Source: an optimization exercise on an open RTL-to-GDS flow (aim: small area). Production flows keep margins and buffers that such runs may drop.
In this exercise RTL edits were held to simulation tests only and were not proved equivalent to the original.
Power and IR drop assume default switching activity.

`design/flow/run.sh`:
```
#!/bin/bash
# synth_recipe.tcl (not shown) runs the flow's synth.tcl, then flattens the netlist and writes it again
# the make line also repeats each setting of config.mk as NAME=value (left out here)
make -C /OpenROAD-flow-scripts/flow DESIGN_CONFIG=/design/flow/config.mk WORK_HOME=/design/flow/orfs CLKGATE_MAP_FILE= SYNTH_SCRIPT=/design/flow/synth_recipe.tcl finish
```
`design/flow/config.mk`:
```
export PLATFORM = sky130hd
export DESIGN_NAME = csr_unit
export DESIGN_NICKNAME = csr_unit
export VERILOG_FILES = /design/flow/design.v
export SDC_FILE = /design/flow/constraint.sdc
export NUM_CORES = 4
export LEC_CHECK = 0
export CAP_MARGIN = 20
export CORE_MARGIN = 2
export CORE_UTILIZATION = 40
export SLEW_MARGIN = 20
```
`design/flow/constraint.sdc`:
```
create_clock -name core_clock -period 7.0 [get_ports {clk}]
set_input_delay 1.4000 -clock core_clock [delete_from_list [all_inputs] [get_ports {clk}]]
set_output_delay 1.4000 -clock core_clock [all_outputs]
set_load 0.01 [all_outputs]
```
`design/flow/design.v`:
```
package csr_pkg;
    typedef logic [63:0] xlen_t;
    typedef logic [11:0] csr_addr_t;
    typedef logic [2:0] reg_sel_t;
    typedef logic [1:0] redir_t;
    typedef enum logic [1:0] {
        PRIV_U = 2'b00,
        PRIV_S = 2'b01,
        PRIV_M = 2'b11
    } priv_e;
    typedef struct packed {
        logic  valid;
        xlen_t cause;
        xlen_t epc;
        xlen_t tval;
    } except_t;
    typedef struct packed {
        logic     trap;
        xlen_t    epc;
        xlen_t    cause;
        xlen_t    tval;
        reg_sel_t wr_sel;
        logic     wr_en;
        xlen_t    wr_data;
    } bank_upd_t;
    typedef struct packed {
        xlen_t tvec;
        xlen_t scratch;
        xlen_t epc;
        xlen_t cause;
        xlen_t tval;
    } bank_regs_t;
    typedef struct packed {
        logic [1:0] mpp;
        logic       spp;
        logic       mpie;
        logic       spie;
        logic       mie;
        logic       sie;
    } status_t;
    localparam int NUM_BANKS = 2;
    localparam int BANK_S    = 0;
    localparam int BANK_M    = 1;
    localparam reg_sel_t BANK_TVEC    = 3'd0;
    localparam reg_sel_t BANK_SCRATCH = 3'd1;
    localparam reg_sel_t BANK_EPC     = 3'd2;
    localparam reg_sel_t BANK_CAUSE   = 3'd3;
    localparam reg_sel_t BANK_TVAL    = 3'd4;
    localparam redir_t REDIR_NONE = 2'd0;
    localparam redir_t REDIR_TRAP = 2'd1;
    localparam redir_t REDIR_RET  = 2'd2;
    localparam csr_addr_t CSR_SSTATUS  = 12'h100;
    localparam csr_addr_t CSR_STVEC    = 12'h105;
    localparam csr_addr_t CSR_SSCRATCH = 12'h140;
    localparam csr_addr_t CSR_SEPC     = 12'h141;
    localparam csr_addr_t CSR_SCAUSE   = 12'h142;
    localparam csr_addr_t CSR_STVAL    = 12'h143;
    localparam csr_addr_t CSR_MSTATUS  = 12'h300;
    localparam csr_addr_t CSR_MEDELEG  = 12'h302;
    localparam csr_addr_t CSR_MTVEC    = 12'h305;
    localparam csr_addr_t CSR_MSCRATCH = 12'h340;
    localparam csr_addr_t CSR_MEPC     = 12'h341;
    localparam csr_addr_t CSR_MCAUSE   = 12'h342;
    localparam csr_addr_t CSR_MTVAL    = 12'h343;
endpackage
module trap_ctrl (
    input  logic               clk,
    input  logic               rst,
    input  logic               valid_wb,
    input  logic               csr_we_wb,
    input  csr_pkg::csr_addr_t csr_addr_wb,
    input  csr_pkg::xlen_t     csr_val_wb,
    input  csr_pkg::xlen_t     pc_wb,
    input  logic [1:0]         csr_ret_wb,
    input  csr_pkg::except_t   except_wb,
    output csr_pkg::bank_upd_t bank_upd_s,
    output csr_pkg::bank_upd_t bank_upd_m,
    output csr_pkg::status_t   status,
    output csr_pkg::xlen_t     medeleg,
    output csr_pkg::priv_e     priv,
    output logic               switch_mode,
    output csr_pkg::redir_t    redir_kind,
    output logic               redir_bank
);
    logic     exc;
    logic     deleg;
    logic     s_trap;
    logic     m_trap;
    logic     s_ret;
    logic     m_ret;
    logic     we;
    logic     wr_hit;
    csr_pkg::reg_sel_t wr_sel;
    csr_pkg::xlen_t    trap_epc;
    assign exc = except_wb.valid & valid_wb;
    assign we  = valid_wb & csr_we_wb;
    assign deleg  = (except_wb.cause[63:6] == '0) & medeleg[except_wb.cause[5:0]];
    assign s_trap = exc & (priv == csr_pkg::PRIV_S) & deleg;
    assign m_trap = exc & ~s_trap;
    assign s_ret = csr_ret_wb[0] & ~exc;
    assign m_ret = csr_ret_wb[1] & ~exc;
    assign switch_mode = s_trap | m_trap | s_ret | m_ret;
    always_comb begin
        if (exc) begin
            redir_kind = csr_pkg::REDIR_TRAP;
            redir_bank = m_trap;
        end else if (m_ret) begin
            redir_kind = csr_pkg::REDIR_RET;
            redir_bank = 1'b1;
        end else if (s_ret) begin
            redir_kind = csr_pkg::REDIR_RET;
            redir_bank = 1'b0;
        end else begin
            redir_kind = csr_pkg::REDIR_NONE;
            redir_bank = 1'b0;
        end
    end
    always_comb begin
        wr_hit = 1'b1;
        wr_sel = csr_pkg::BANK_TVEC;
        case (csr_addr_wb)
            csr_pkg::CSR_STVEC, csr_pkg::CSR_MTVEC:       wr_sel = csr_pkg::BANK_TVEC;
            csr_pkg::CSR_SSCRATCH, csr_pkg::CSR_MSCRATCH: wr_sel = csr_pkg::BANK_SCRATCH;
            csr_pkg::CSR_SEPC, csr_pkg::CSR_MEPC:         wr_sel = csr_pkg::BANK_EPC;
            csr_pkg::CSR_SCAUSE, csr_pkg::CSR_MCAUSE:     wr_sel = csr_pkg::BANK_CAUSE;
            csr_pkg::CSR_STVAL, csr_pkg::CSR_MTVAL:       wr_sel = csr_pkg::BANK_TVAL;
            default:                    wr_hit = 1'b0;
        endcase
    end
    assign trap_epc = except_wb.valid ? except_wb.epc : pc_wb;
    always_comb begin
        bank_upd_s.trap    = s_trap;
        bank_upd_s.epc     = trap_epc;
        bank_upd_s.cause   = except_wb.cause;
        bank_upd_s.tval    = except_wb.tval;
        bank_upd_s.wr_sel  = wr_sel;
        bank_upd_s.wr_en   = we & wr_hit & ~csr_addr_wb[9];
        bank_upd_s.wr_data = csr_val_wb;
        bank_upd_m.trap    = m_trap;
        bank_upd_m.epc     = trap_epc;
        bank_upd_m.cause   = except_wb.cause;
        bank_upd_m.tval    = except_wb.tval;
        bank_upd_m.wr_sel  = wr_sel;
        bank_upd_m.wr_en   = we & wr_hit & csr_addr_wb[9];
        bank_upd_m.wr_data = csr_val_wb;
    end
    always_ff @(posedge clk) begin
        if (rst) begin
            priv   <= csr_pkg::PRIV_M;
            status <= '0;
        end else if (m_trap) begin
            priv        <= csr_pkg::PRIV_M;
            status.mpie <= status.mie;
            status.mie  <= 1'b0;
            status.mpp  <= priv;
        end else if (s_trap) begin
            priv        <= csr_pkg::PRIV_S;
            status.spie <= status.sie;
            status.sie  <= 1'b0;
            status.spp  <= priv[0];
        end else if (m_ret) begin
            priv        <= csr_pkg::priv_e'(status.mpp);
            status.mie  <= status.mpie;
            status.mpie <= 1'b1;
            status.mpp  <= 2'b00;
        end else if (s_ret) begin
            priv        <= status.spp ? csr_pkg::PRIV_S : csr_pkg::PRIV_U;
            status.sie  <= status.spie;
            status.spie <= 1'b1;
            status.spp  <= 1'b0;
        end else if (we && csr_addr_wb == csr_pkg::CSR_MSTATUS) begin
            status.sie  <= csr_val_wb[1];
            status.mie  <= csr_val_wb[3];
            status.spie <= csr_val_wb[5];
            status.mpie <= csr_val_wb[7];
            status.spp  <= csr_val_wb[8];
            status.mpp  <= csr_val_wb[12:11];
        end else if (we && csr_addr_wb == csr_pkg::CSR_SSTATUS) begin
            status.sie  <= csr_val_wb[1];
            status.spie <= csr_val_wb[5];
            status.spp  <= csr_val_wb[8];
        end
    end
    always_ff @(posedge clk) begin
        if (rst) begin
            medeleg <= '0;
        end else if (we && csr_addr_wb == csr_pkg::CSR_MEDELEG) begin
            medeleg <= csr_val_wb;
        end
    end
endmodule
module trap_bank (
    input  logic                clk,
    input  logic                rst,
    input  csr_pkg::bank_upd_t  upd,
    output csr_pkg::bank_regs_t regs
);
    csr_pkg::bank_regs_t regs_q;
    assign regs = regs_q;
    always_ff @(posedge clk) begin
        if (rst) begin
            regs_q <= '0;
        end else begin
            if (upd.wr_en) begin
                case (upd.wr_sel)
                    csr_pkg::BANK_TVEC: begin
                        regs_q.tvec <= upd.wr_data;
                    end
                    csr_pkg::BANK_SCRATCH: begin
                        regs_q.scratch <= upd.wr_data;
                    end
                    csr_pkg::BANK_EPC: begin
                        regs_q.epc <= upd.wr_data;
                    end
                    csr_pkg::BANK_CAUSE: begin
                        regs_q.cause <= upd.wr_data;
                    end
                    csr_pkg::BANK_TVAL: begin
                        regs_q.tval <= upd.wr_data;
                    end
                    default: begin
                        regs_q.tvec <= regs_q.tvec;
                    end
                endcase
            end
            if (upd.trap) begin
                regs_q.epc   <= upd.epc;
                regs_q.cause <= upd.cause;
                regs_q.tval  <= upd.tval;
            end
        end
    end
endmodule
module csr_read_mux (
    input  csr_pkg::csr_addr_t  csr_addr_id,
    input  csr_pkg::bank_regs_t s_regs,
    input  csr_pkg::bank_regs_t m_regs,
    input  csr_pkg::status_t    status,
    input  csr_pkg::xlen_t      medeleg,
    input  csr_pkg::redir_t     redir_kind,
    input  logic                redir_bank,
    output csr_pkg::xlen_t      csr_val_id,
    output csr_pkg::xlen_t      pc_csr
);
    csr_pkg::xlen_t      mstatus_view;
    csr_pkg::xlen_t      sstatus_view;
    always_comb begin
        mstatus_view        = '0;
        mstatus_view[1]     = status.sie;
        mstatus_view[3]     = status.mie;
        mstatus_view[5]     = status.spie;
        mstatus_view[7]     = status.mpie;
        mstatus_view[8]     = status.spp;
        mstatus_view[12:11] = status.mpp;
    end
    always_comb begin
        sstatus_view    = '0;
        sstatus_view[1] = status.sie;
        sstatus_view[5] = status.spie;
        sstatus_view[8] = status.spp;
    end
    always_comb begin
        case (csr_addr_id)
            csr_pkg::CSR_SSTATUS:  csr_val_id = sstatus_view;
            csr_pkg::CSR_STVEC:    csr_val_id = s_regs.tvec;
            csr_pkg::CSR_SSCRATCH: csr_val_id = s_regs.scratch;
            csr_pkg::CSR_SEPC:     csr_val_id = s_regs.epc;
            csr_pkg::CSR_SCAUSE:   csr_val_id = s_regs.cause;
            csr_pkg::CSR_STVAL:    csr_val_id = s_regs.tval;
            csr_pkg::CSR_MSTATUS:  csr_val_id = mstatus_view;
            csr_pkg::CSR_MEDELEG:  csr_val_id = medeleg;
            csr_pkg::CSR_MTVEC:    csr_val_id = m_regs.tvec;
            csr_pkg::CSR_MSCRATCH: csr_val_id = m_regs.scratch;
            csr_pkg::CSR_MEPC:     csr_val_id = m_regs.epc;
            csr_pkg::CSR_MCAUSE:   csr_val_id = m_regs.cause;
            csr_pkg::CSR_MTVAL:    csr_val_id = m_regs.tval;
            default:      csr_val_id = '0;
        endcase
    end
    always_comb begin
        case (redir_kind)
            csr_pkg::REDIR_TRAP: pc_csr = redir_bank ? m_regs.tvec : s_regs.tvec;
            csr_pkg::REDIR_RET:  pc_csr = redir_bank ? m_regs.epc : s_regs.epc;
            default:    pc_csr = '0;
        endcase
    end
endmodule
module csr_unit (
    input  logic               clk,
    input  logic               rst,
    input  logic               valid_wb,
    input  logic               csr_we_wb,
    input  csr_pkg::csr_addr_t csr_addr_wb,
    input  csr_pkg::xlen_t     csr_val_wb,
    input  csr_pkg::csr_addr_t csr_addr_id,
    input  csr_pkg::xlen_t     pc_wb,
    input  logic [1:0]         csr_ret_wb,
    input  csr_pkg::except_t   except_wb,
    output csr_pkg::xlen_t     csr_val_id,
    output csr_pkg::xlen_t     pc_csr,
    output csr_pkg::priv_e     priv,
    output logic               switch_mode
);
    csr_pkg::bank_upd_t  bank_upd_s;
    csr_pkg::bank_upd_t  bank_upd_m;
    csr_pkg::bank_regs_t s_regs;
    csr_pkg::bank_regs_t m_regs;
    csr_pkg::status_t    status;
    csr_pkg::xlen_t      medeleg;
    csr_pkg::redir_t     redir_kind;
    logic       redir_bank;
    trap_ctrl trap_ctrl_inst (
        .clk        (clk),
        .rst        (rst),
        .valid_wb   (valid_wb),
        .csr_we_wb  (csr_we_wb),
        .csr_addr_wb(csr_addr_wb),
        .csr_val_wb (csr_val_wb),
        .pc_wb      (pc_wb),
        .csr_ret_wb (csr_ret_wb),
        .except_wb  (except_wb),
        .bank_upd_s (bank_upd_s),
        .bank_upd_m (bank_upd_m),
        .status     (status),
        .medeleg    (medeleg),
        .priv       (priv),
        .switch_mode(switch_mode),
        .redir_kind (redir_kind),
        .redir_bank (redir_bank)
    );
    trap_bank trap_bank_s (
        .clk (clk),
        .rst (rst),
        .upd (bank_upd_s),
        .regs(s_regs)
    );
    trap_bank trap_bank_m (
        .clk (clk),
        .rst (rst),
        .upd (bank_upd_m),
        .regs(m_regs)
    );
    csr_read_mux csr_read_mux_inst (
        .csr_addr_id(csr_addr_id),
        .s_regs     (s_regs),
        .m_regs     (m_regs),
        .status     (status),
        .medeleg    (medeleg),
        .redir_kind (redir_kind),
        .redir_bank (redir_bank),
        .csr_val_id (csr_val_id),
        .pc_csr     (pc_csr)
    );
endmodule
```
==> run notes <==
- The flow ran to the end and the layout has no timing, DRC or antenna violations.
- Clk Tree Root Cell: clkbuf_16
- Fmax achieved: 0.148 GHz
* Unrepaired setup endpoints after global routing: false
- Final routed wirelength across all metal layers: about 150,000 um
- In this run the worst path has a maximum fanout of 34.
* Drt drc: 0
* Peak per-stage delay on the critical path: 0.78 ns
* Placeable core region: 87,200 sq um
* Number of DRC markers after the initial detailed-route iteration: 4,123
* Arrival @ worst endpoint: 5.35 ns
- The number of antenna violations at the first check in global routing is 16.
- Final worst slack: 0.247 ns
* Final Hold Violating Endpoints: 0
- Clock Path Buffers: 3
* Clock period minus final worst setup slack: 6.75 ns
- In this run the vertical extent of the chip is 301 um.
- Final RePlAce weighted congestion: between 0.8 and 0.9
- Terminating pin of the worst hold path: trap_bank_s.regs_q[118]
- For the worst setup path, the data required time is 5.60 ns.
- Kind of capture point of the worst setup path: primary output
- After technology mapping, the gate count stands at around 4,400.
- The first global-routing pass estimated around 220,000 um of wire.
* Worst reg-to-reg setup slack: 3.38 ns
* Die area: just over 90,000 sq um
* End of the worst register-to-register path: trap_bank_m.regs_q[38]
- Hold Startpoint: trap_bank_s.regs_q[118]
- Buffers placed on the I/O ports in this run total 481.
- For the pin with the worst max-slew slack, the measured transition is around 1.2 ns.
- The kind of cell with the highest combined delay along the critical path is buffers and inverters.
* R2r startpoint: trap_ctrl_inst.priv[1]
- Count of buffer and inverter cells on the critical path: 5
- Buffers inserted during clock tree synthesis total 82.
- In this run the static leakage power is 0.0156 uW.
- The initial utilization of the core area, before any placement, comes to between 40% and 50%.
- Along the worst hold path, the cell count comes to 2.
- TritonCTS built the clock tree.
- Clock-pin slew on the worst setup and hold paths: 0.06 ns
- The total overflow left after global routing is 0.
- Detailed-route via count: 35,545
- Setup_tns: 0 ns
- Compared with the post-synthesis result, the final layout area differs by 24.8%.
* Clock sink total: 713
* Unique masters post-synth: 49
* Overall die width: 301 um
- Number of max-slew violations in the final report: 0
- Setup bufs post-CTS: 0
* Sequential share of the synthesized area: 40.4%
- Share of the clock period used by the worst path: between 90 and 100%
- Via count of the first global-routing pass: 34,114
- Counting cells, the worst reg-to-reg path comes to 11.
- Highest-delay cell along the critical path: nor2b_2
* Post-placement worst setup slack: 0.0328 ns
* Share of final-layout standard cells stronger than drive strength 1: 7.70%
- The worst setup path is launched from an input pin.
* Worst-Skew Late Latency: roughly 0.66 ns
* Number of rows created at floorplan: 108
- Entering global routing, the biggest net connects just under 200 pins.
* Number of warnings printed during yosys synthesis: 3
- Via-per-instance ratio: 6.07
* Kind of path behind the tightest hold check: reg2reg
- CP Cell Sequence: clkdlybuf4s50_1, nor2b_2, a22oi_1, nand3_1, o21ai_1, nor3_2, nor3_4, buf_12, buf_12, buf_4, a221o_1, clkdlybuf4s50_1
* Total number of H-tree levels: 3
- Avg Cell Area, Syn: 8.01 sq um
- Area of the mapped netlist: roughly 35,000 sq um
- Across the routed clock network, the largest skew measured is between 0.03 and 0.04 ns.
- Pre-Repair DR Iteration Count: 6
* Gr usage total: between 30% and 40%
* Worst setup path class: in2out
* Synthesis-stage register bit count: 713
- In this run the remaining antenna-violating nets after routing total 0.
* Number of top-level pins: 482
* Max-Cap Viols: 0
* Relative slew slack: 20.2%
- Setup violations remaining at the end of the flow were counted as 0.
- Synthesized netlist net count: 4,759
- Nets: slightly below 5,000
* Hold-fix buffers at CTS: 0
* HPWL reported at the end of detailed placement: between 90,000 and 100,000 um
* Pwr dens: 215 nW/um^2
- Worst voltage drop across the vdd grid: 184 uV
- Dividing the detail-routed wire length by the instance count gives roughly 26 um.
==> per-stage QoR <==
step | std cells | cell area, sq um | hold slack [ns] | util (%) | total power [uW]
after floorplan | 4408 | 35300 | 0.431 | - | 4620
after detailed placement | 5692 | 41200 | 0.444 | 47.3 | 5040
final | 5853 | 44100 | 0.450 | 50.6 | 9460
after global routing | 5849 | 44100 | 0.465 | 50.6 | 9690
after CTS | 5839 | 44000 | 0.451 | 50.5 | 9480
after global placement | 5692 | 41200 | 0.437 | 47.3 | 5030
==> cell families (layout without fill, tap and decap cells) <==
| family | count (synthesis) | count (layout) | share of synthesized area, % |
|---|---|---|---|
| simple gates | 1594 | 1594 | 18.6 |
| other cells | 0 | 12 | 0 |
| compound gates | 1200 | 1200 | 22.9 |
| flops | 713 | 713 | 40.4 |
| buf+inv | 471 | 749 | 5.59 |
| mux | 430 | 430 | 12.4 |
==> timing repair <==
item	CTS	global route
gates resized for setup	0	1
endpoints found under the hold margin	0	0
endpoints found under the setup margin	0	3
==> state kept, by name, indices dropped and copies added (netlist names) <==
| register | cells |
|---|---|
| trap_ctrl_inst.status | 7 |
| trap_ctrl_inst.medeleg | 64 |
| trap_bank_s.regs_q | 320 |
| trap_bank_m.regs_q | 320 |
| trap_ctrl_inst.priv | 2 |
==> cells in the mapped netlist (all sizes together) <==
library cell | count | area share (%)
nor4b | 3 | 0.092
o41ai | 2 | 0.050
inv | 6 | 0.064
clkbuf | 335 | 3.6
mux2 | 68 | 2.2
a21o | 63 | 1.3
a221o | 64 | 1.8
mux2i | 362 | 10
and2 | 8 | 0.14
a22oi | 196 | 4.2
nand3b | 2 | 0.043
nand2b | 8 | 0.14
nor3 | 74 | 1.1
o31ai | 2 | 0.082
a222oi | 60 | 1.7
and3 | 7 | 0.12
nand2 | 907 | 9.6
nor2 | 346 | 3.7
a211oi | 265 | 5.6
nor4 | 24 | 0.50
a31oi | 3 | 0.053
o21ai | 12 | 0.17
a22o | 12 | 0.30
a21oi | 501 | 7.1
o211ai | 1 | 0.021
dfxtp | 713 | 40
a32o | 1 | 0.028
a2111oi | 1 | 0.025
nor2b | 6 | 0.11
or4 | 1 | 0.021
nor3b | 2 | 0.043
buf | 130 | 2.0
or2 | 3 | 0.053
nand3 | 189 | 2.7
o221a | 1 | 0.032
a221oi | 15 | 0.37
a21boi | 1 | 0.021
nand4 | 14 | 0.25
==> power by group <==
group          leakage (uW)  switching, uW  internal (uW)
registers           0.00578           49.0           4130
clock network       0.00138           1820           2690
logic               0.00846            445            337
==> tightest hold or removal path, cell delays in order (launching register included) <==
cell	delay, ns
dfxtp_1	0.30
nand2_1	0.05
a21oi_1	0.05
==> cells in the final DEF (no fill, tap or decap), drive strengths merged, types with 60 or more instances in the layout <==
master         count
a211oi           265
a21o              63
a21oi            501
a221o             64
a222oi            60
a22oi            196
buf              119
clkbuf           125
clkdlybuf4s50    477
dfxtp            713
mux2              68
mux2i            362
nand2            907
nand3            189
nor2             346
nor3              74
==> worst max-delay path by stage <==
stage / start / end / slack, ns / cells past startpoint
2_1_floorplan: except_wb[128] / pc_csr[0] / 2.23 / 12
3_3_place_gp: except_wb[188] / pc_csr[9] / 0.11 / 13
3_5_place_dp: except_wb[188] / pc_csr[16] / 0.03 / 13
4_1_cts: except_wb[188] / pc_csr[16] / 0.005 / 13
5_1_grt: except_wb[129] / pc_csr[18] / 0.15 / 12
6_report: except_wb[129] / pc_csr[7] / 0.25 / 12
==> area by class of cell <==
| class | count | area, sq um |
|---|---|---|
| flip-flops and latches | 713 | 14300 |
| clock inverters | 22 | 327 |
| clock buffers | 125 | 2470 |
| inverters | 6 | 22.5 |
| multi-input cells | 3224 | 19300 |
| fillers | 8282 | 43100 |
| repair buffers | 596 | 6210 |
| well taps | 1155 | 1450 |
| diodes | 12 | 30.0 |
==> per-layer routing <==
metal,GRT usage [%],routed length (um),vias up
met3,6.06,13700,320
met2,52.9,70800,1819
li1,-,-,16250
met1,42.7,63300,17148
met4,13.5,5950,8
met5,0,47,-

what the ideal ports hide:
How much do the figures lean on ideal ports? The routed layout below was timed once more, with nothing changed but the port constraints. Step 1, drivers: a clkbuf_16 drives clk and a buf_2 each remaining input, both assumed. Step 2, shift: input delay + t, output delay - t, t = (earliest + latest rising clock arrival at the registers) / 2. This alone moves slack from input paths to output paths. Three values: ideal, step 1, step 2; two values: the first two.
shift t [ns]: 0.716
slack for setup (ns): 0.247 / 0.223 / 0.223
clock arrival spread, ns: 0.034 / 0.034
worst slew at a driven data input, ns: 0.18
cell pins on the clock port's net: 1
After both steps setup and hold are still met in this run. The setup slack of this run moves by -0.024 ns with the drivers and by -0.024 ns with both steps.
